Background: an optimization exercise with open tools, aiming at small area and a short achievable clock period. Do not read the settings as production practice.
Function was checked by simulation only, so behaviour that the tests miss may differ from the original.
No activity file was given, so power comes from the tool's default toggle rates.

nickel:
// unified_mem_pipe
module unified_mem_pipe #(
    parameter int ADDR_W   = 6,
    parameter int READ_LAT = 1,
    parameter int CNT_W    = 16
) (
    input  logic              clk,
    input  logic              rst_n,
    input  logic              if_req,
    input  logic [ADDR_W-1:0] if_addr,
    output logic              if_ready,
    output logic              if_valid,
    output logic [31:0]       if_rdata,
    input  logic              d_req,
    input  logic              d_we,
    input  logic [2:0]        d_funct3,
    input  logic [ADDR_W-1:0] d_addr,
    input  logic [31:0]       d_wdata,
    output logic              d_ready,
    output logic              d_valid,
    output logic [31:0]       d_rdata,
    output logic              d_err,
    output logic [CNT_W-1:0]  conflict_cnt
);
For scale: ~1400 cells after synthesis, roughly 600 flip-flops, about 140 I/O pins.
==> flow/config.mk <==
export PLATFORM = sky130hd
export DESIGN_NAME = unified_mem_pipe
export DESIGN_NICKNAME = unified_mem_pipe
export VERILOG_FILES = /design/flow/design.v
export SDC_FILE = /design/flow/constraint.sdc
export NUM_CORES = 4
export LEC_CHECK = 0
export CAP_MARGIN = 20
export CORE_MARGIN = 2
export CORE_UTILIZATION = 50
export SETUP_SLACK_MARGIN = 3.3
export SLEW_MARGIN = 20
export SYNTH_HIERARCHICAL = 1
export TNS_END_PERCENT = 0
==> flow/constraint.sdc <==
create_clock -name core_clock -period 5.5 [get_ports {clk}]
set_input_delay 1.1000 -clock core_clock [delete_from_list [all_inputs] [get_ports {clk}]]
set_output_delay 1.1000 -clock core_clock [all_outputs]
set_load 0.01 [all_outputs]
standard.sh (not shown) runs the stock make flow with config.mk's settings and CLKGATE_MAP_FILE= SYNTH_SCRIPT=/design/flow/synth_recipe.tcl, a recipe that flattens the netlist after the stock synthesis.
==> flow/flow/run.sh <==
#!/bin/bash
# Standard synthesis, then the standard layout with these changes: ports are buffered with
# buf_2 instead of the resizer's default pick; repair may resize a cell to any cell of the
# same function (not only the same footprint); the clock tree uses clkbuf_4/8, sink clusters
# of up to 16 and no dummy loads; and before global routing, eco.tcl reconnects the gates of
# the input-to-output paths (if_ready, d_ready) to the input port buffers, bypassing fanout
# buffers. Each make's full output goes to its own log.
set -euo pipefail
bash standard.sh synth > synth.log 2>&1
bash standard.sh MATCH_CELL_FOOTPRINT=0 \
  "BUFFER_PORTS_ARGS=-buffer_cell sky130_fd_sc_hd__buf_2" \
  "CTS_ARGS=-sink_clustering_enable -repair_clock_nets -dont_use_dummy_load -sink_clustering_size 16 -sink_clustering_max_diameter 60 -buf_list {sky130_fd_sc_hd__clkbuf_4 sky130_fd_sc_hd__clkbuf_8}" \
  "PRE_GLOBAL_ROUTE_TCL=$PWD/flow/eco.tcl" \
  finish > layout.log 2>&1
Other scripts of this flow, unchanged in this note and not shown: flow/flow/eco.tcl
Having completed the whole flow, nickel delivered a layout that passed the timing, DRC and antenna checks.
diff inputs: nickel => harbor
- changing SETUP_SLACK_MARGIN from 3.3 to 3.1
- changing TNS_END_PERCENT from 0 to 10
## What came out
Looking at post-cts gate resize count, harbor sits 38% higher than nickel does. In the flow results for harbor and nickel, the largest net degree at the start of global routing is smaller on nickel. Lower critical path arrival goes to harbor over nickel.

* * *

unified_mem_pipe again, from the RTL that the note above started with.
==> flow/config.mk <==
export PLATFORM = sky130hd
export DESIGN_NAME = unified_mem_pipe
export DESIGN_NICKNAME = unified_mem_pipe
export VERILOG_FILES = /design/flow/design.v
export SDC_FILE = /design/flow/constraint.sdc
export NUM_CORES = 4
export LEC_CHECK = 0
export CAP_MARGIN = 20
export CORE_MARGIN = 2
export CORE_UTILIZATION = 50
export SETUP_SLACK_MARGIN = 3.1
export SLEW_MARGIN = 20
export SYNTH_HIERARCHICAL = 1
export TNS_END_PERCENT = 0
==> flow/constraint.sdc <==
create_clock -name core_clock -period 5.5 [get_ports {clk}]
set_input_delay 1.1000 -clock core_clock [delete_from_list [all_inputs] [get_ports {clk}]]
set_output_delay 1.1000 -clock core_clock [all_outputs]
set_load 0.01 [all_outputs]
==> flow/flow/run.sh <==
#!/bin/bash
# Standard synthesis, then the standard layout with these changes: ports are buffered with
# buf_2 instead of the resizer's default pick; repair may resize a cell to any cell of the
# same function (not only the same footprint); the clock tree uses clkbuf_4/8, sink clusters
# of up to 16 and no dummy loads; and before global routing, eco.tcl reconnects the gates of
# the input-to-output paths (if_ready, d_ready) to the input port buffers, bypassing fanout
# buffers, then runs a second setup repair pass. Each make's full output goes to its own log.
set -euo pipefail
bash standard.sh synth > synth.log 2>&1
bash standard.sh MATCH_CELL_FOOTPRINT=0 \
  "BUFFER_PORTS_ARGS=-buffer_cell sky130_fd_sc_hd__buf_2" \
  "CTS_ARGS=-sink_clustering_enable -repair_clock_nets -dont_use_dummy_load -sink_clustering_size 16 -sink_clustering_max_diameter 60 -buf_list {sky130_fd_sc_hd__clkbuf_4 sky130_fd_sc_hd__clkbuf_8}" \
  "PRE_GLOBAL_ROUTE_TCL=$PWD/flow/eco.tcl" \
  finish > layout.log 2>&1
==> flow/flow/eco.tcl <==
# Port bypass: a combinational path from an input port to an output port should pass only
# the input port's buffer, the logic, and the output port's buffer. Placement repair may
# leave fanout buffers of a big input net (rst_n) on such a path; this reconnects the gate
# pins (and output buffer inputs) on those paths to the input buffer's own output net.
proc eco_is_buf {inst} {
  set m [[$inst getMaster] getName]
  return [expr {[string match "sky130_fd_sc_hd__buf_*" $m] || [string match "sky130_fd_sc_hd__clkbuf_*" $m]}]
}
proc eco_driver {net} {
  foreach it [$net getITerms] {
    if {[$it isOutputSignal]} { return $it }
  }
  return ""
}
proc eco_root {net} {
  # Follow buffers back while the buffer is not an input port's own buffer.
  for {set i 0} {$i < 20} {incr i} {
    set d [eco_driver $net]
    if {$d eq ""} { return $net }
    set inst [$d getInst]
    if {![eco_is_buf $inst]} { return $net }
    set a [$inst findITerm A]
    set anet [$a getNet]
    if {$anet eq "NULL" || $anet eq ""} { return $net }
    if {[llength [$anet getBTerms]] > 0} { return $net }
    set net $anet
  }
  return $net
}
proc eco_reconnect {it} {
  set net [$it getNet]
  if {$net eq "NULL" || $net eq ""} { return 0 }
  set root [eco_root $net]
  if {[$root getName] ne [$net getName]} {
    puts "ECO: [[$it getInst] getName]/[[$it getMTerm] getName]: [$net getName] -> [$root getName]"
    $it disconnect
    $it connect $root
    return 1
  }
  return 0
}
proc eco_port_bypass {} {
  set blk [ord::get_db_block]
  set n 0
  foreach bt [$blk getBTerms] {
    if {[$bt getIoType] ne "OUTPUT"} { continue }
    set onet [$bt getNet]
    set d [eco_driver $onet]
    if {$d eq ""} { continue }
    set ob [$d getInst]
    if {![eco_is_buf $ob]} { continue }
    set a [$ob findITerm A]
    set anet [$a getNet]
    set g [eco_driver $anet]
    if {$g eq ""} { continue }
    set ginst [$g getInst]
    if {[eco_is_buf $ginst]} {
      incr n [eco_reconnect $a]
    } elseif {![string match "*df*" [[$ginst getMaster] getName]]} {
      foreach it [$ginst getITerms] {
        if {[$it isInputSignal]} { incr n [eco_reconnect $it] }
      }
    }
  }
  puts "ECO: port bypass reconnected $n pins"
}
eco_port_bypass

# A second setup repair pass on the placed, clock-tree-built design, after the bypass: the
# first pass (in the CTS step) stops where its moves stop paying off, and the bypass changes
# the worst paths it saw.
estimate_parasitics -placement
repair_timing -setup -setup_margin $::env(SETUP_SLACK_MARGIN) -repair_tns 0 -verbose
detailed_placement
check_placement
Edit:
--- a/flow/flow/run.sh
+++ b/flow/flow/run.sh
@@ -6,3 +6,3 @@
 # the input-to-output paths (if_ready, d_ready) to the input port buffers, bypassing fanout
-# buffers, then runs a second setup repair pass. Each make's full output goes to its own log.
+# buffers. Each make's full output goes to its own log.
 set -euo pipefail
--- a/flow/flow/eco.tcl
+++ b/flow/flow/eco.tcl
@@ -67,9 +67 @@
 eco_port_bypass
-
-# A second setup repair pass on the placed, clock-tree-built design, after the bypass: the
-# first pass (in the CTS step) stops where its moves stop paying off, and the bypass changes
-# the worst paths it saw.
-estimate_parasitics -placement
-repair_timing -setup -setup_margin $::env(SETUP_SLACK_MARGIN) -repair_tns 0 -verbose
-detailed_placement
-check_placement
SETUP_SLACK_MARGIN = 3.0   (was 3.1)
Die area stays the same.
Worst hold slack gets worse by 0.066 ns.
Register-to-register slack gets better by 0.03 ns.
Global-route usage decreases by 0.21 points.
Via count came out higher by about 0.34%.
Power is about the same.
Flip-flop and latch count is unchanged.
Count of clock-buffer cells in the layout is unchanged.
Edit:
SETUP_SLACK_MARGIN = 3.1   (was 3.0)
What happened:
- The new run produced a clean layout
- first-iteration DRC count increases by 6.6%
- setup slack gains 0.10 ns
- area after synthesis is unchanged
- cell count increases by 0.44%
- total power increases by 0.31%
- routed wire length increases by 0.91%
- design area increases by 1.1%
Edit:
--- a/flow/flow/run.sh
+++ b/flow/flow/run.sh
@@ -2,3 +2,3 @@
 # Standard synthesis, then the standard layout with these changes: ports are buffered with
-# buf_2 instead of the resizer's default pick; repair may resize a cell to any cell of the
+# buf_1 instead of the resizer's default pick; repair may resize a cell to any cell of the
 # same function (not only the same footprint); the clock tree uses clkbuf_4/8, sink clusters
@@ -10,3 +10,3 @@
 bash standard.sh MATCH_CELL_FOOTPRINT=0 \
-  "BUFFER_PORTS_ARGS=-buffer_cell sky130_fd_sc_hd__buf_2" \
+  "BUFFER_PORTS_ARGS=-buffer_cell sky130_fd_sc_hd__buf_1" \
   "CTS_ARGS=-sink_clustering_enable -repair_clock_nets -dont_use_dummy_load -sink_clustering_size 16 -sink_clustering_max_diameter 60 -buf_list {sky130_fd_sc_hd__clkbuf_4 sky130_fd_sc_hd__clkbuf_8}" \
Global-route usage decreases by 0.18 points.
Synthesized cell count is unchanged.
Non-clock buffer count increases by 10.
Register-to-register slack is worse by 0.03 ns.
Clock skew decreases by 0.0097 ns.
Edit:
--- a/flow/flow/run.sh
+++ b/flow/flow/run.sh
@@ -2,3 +2,3 @@
 # Standard synthesis, then the standard layout with these changes: ports are buffered with
-# buf_1 instead of the resizer's default pick; repair may resize a cell to any cell of the
+# buf_2 instead of the resizer's default pick; repair may resize a cell to any cell of the
 # same function (not only the same footprint); the clock tree uses clkbuf_4/8, sink clusters
@@ -10,3 +10,3 @@
 bash standard.sh MATCH_CELL_FOOTPRINT=0 \
-  "BUFFER_PORTS_ARGS=-buffer_cell sky130_fd_sc_hd__buf_1" \
+  "BUFFER_PORTS_ARGS=-buffer_cell sky130_fd_sc_hd__buf_2" \
   "CTS_ARGS=-sink_clustering_enable -repair_clock_nets -dont_use_dummy_load -sink_clustering_size 16 -sink_clustering_max_diameter 60 -buf_list {sky130_fd_sc_hd__clkbuf_4 sky130_fd_sc_hd__clkbuf_8}" \
PLACE_DENSITY = 0.75   (was default)
Clock-buffer cell count decreases by 2. Final cell count decreases slightly. Core utilization decreases by 0.43 points. Maximum frequency decreases slightly. First-iteration DRC count increases by roughly a tenth. Sequential power is about the same. Cell area decreases slightly.

-- static timing again, ports no longer ideal --
No port has a modelled driver above. Below, the same layouts with a new extraction and two added sets of constraints.
Step 1: set_driving_cell puts a clkbuf_16 on clk and a buf_2 on each other input, an assumption about the parent block.
Step 2 times the ports against the registers' clock, not the clock port: input delays grow and output delays shrink by t, the midpoint of the rising clock arrivals with the driver on.
Slacks: ideal ports / drivers / drivers and shift; pairs: ideal ports / drivers.
run | shift t [ns] | slack for setup (ns) | latest minus earliest clock arrival (ns) | worst data-port slew with drivers (ns)
nickel | 0.687 | 2.954 / 2.865 / 2.231 | 0.052 / 0.052 | 0.21
harbor | 0.697 | 2.896 / 2.797 / 2.100 | 0.039 / 0.039 | 0.26
the first run of note 2 | 0.690 | 2.891 / 2.862 / 2.188 | 0.056 / 0.056 | 0.17
the second run of note 2 | 0.689 | 2.853 / 2.848 / 2.196 | 0.057 / 0.057 | 0.09
the third run of note 2 | 0.687 | 2.954 / 2.865 / 2.231 | 0.052 / 0.052 | 0.21
the fourth run of note 2 | 0.695 | 2.803 / 2.825 / 2.130 | 0.045 / 0.044 | 0.07
the fifth run of note 2 | 0.684 | 2.768 / 2.798 / 2.113 | 0.069 / 0.069 | 0.07
After both steps setup and hold are still met in every run listed. For harbor, which loses most, drivers alone change the setup slack by -0.099 ns; drivers and shift together by -0.796 ns.
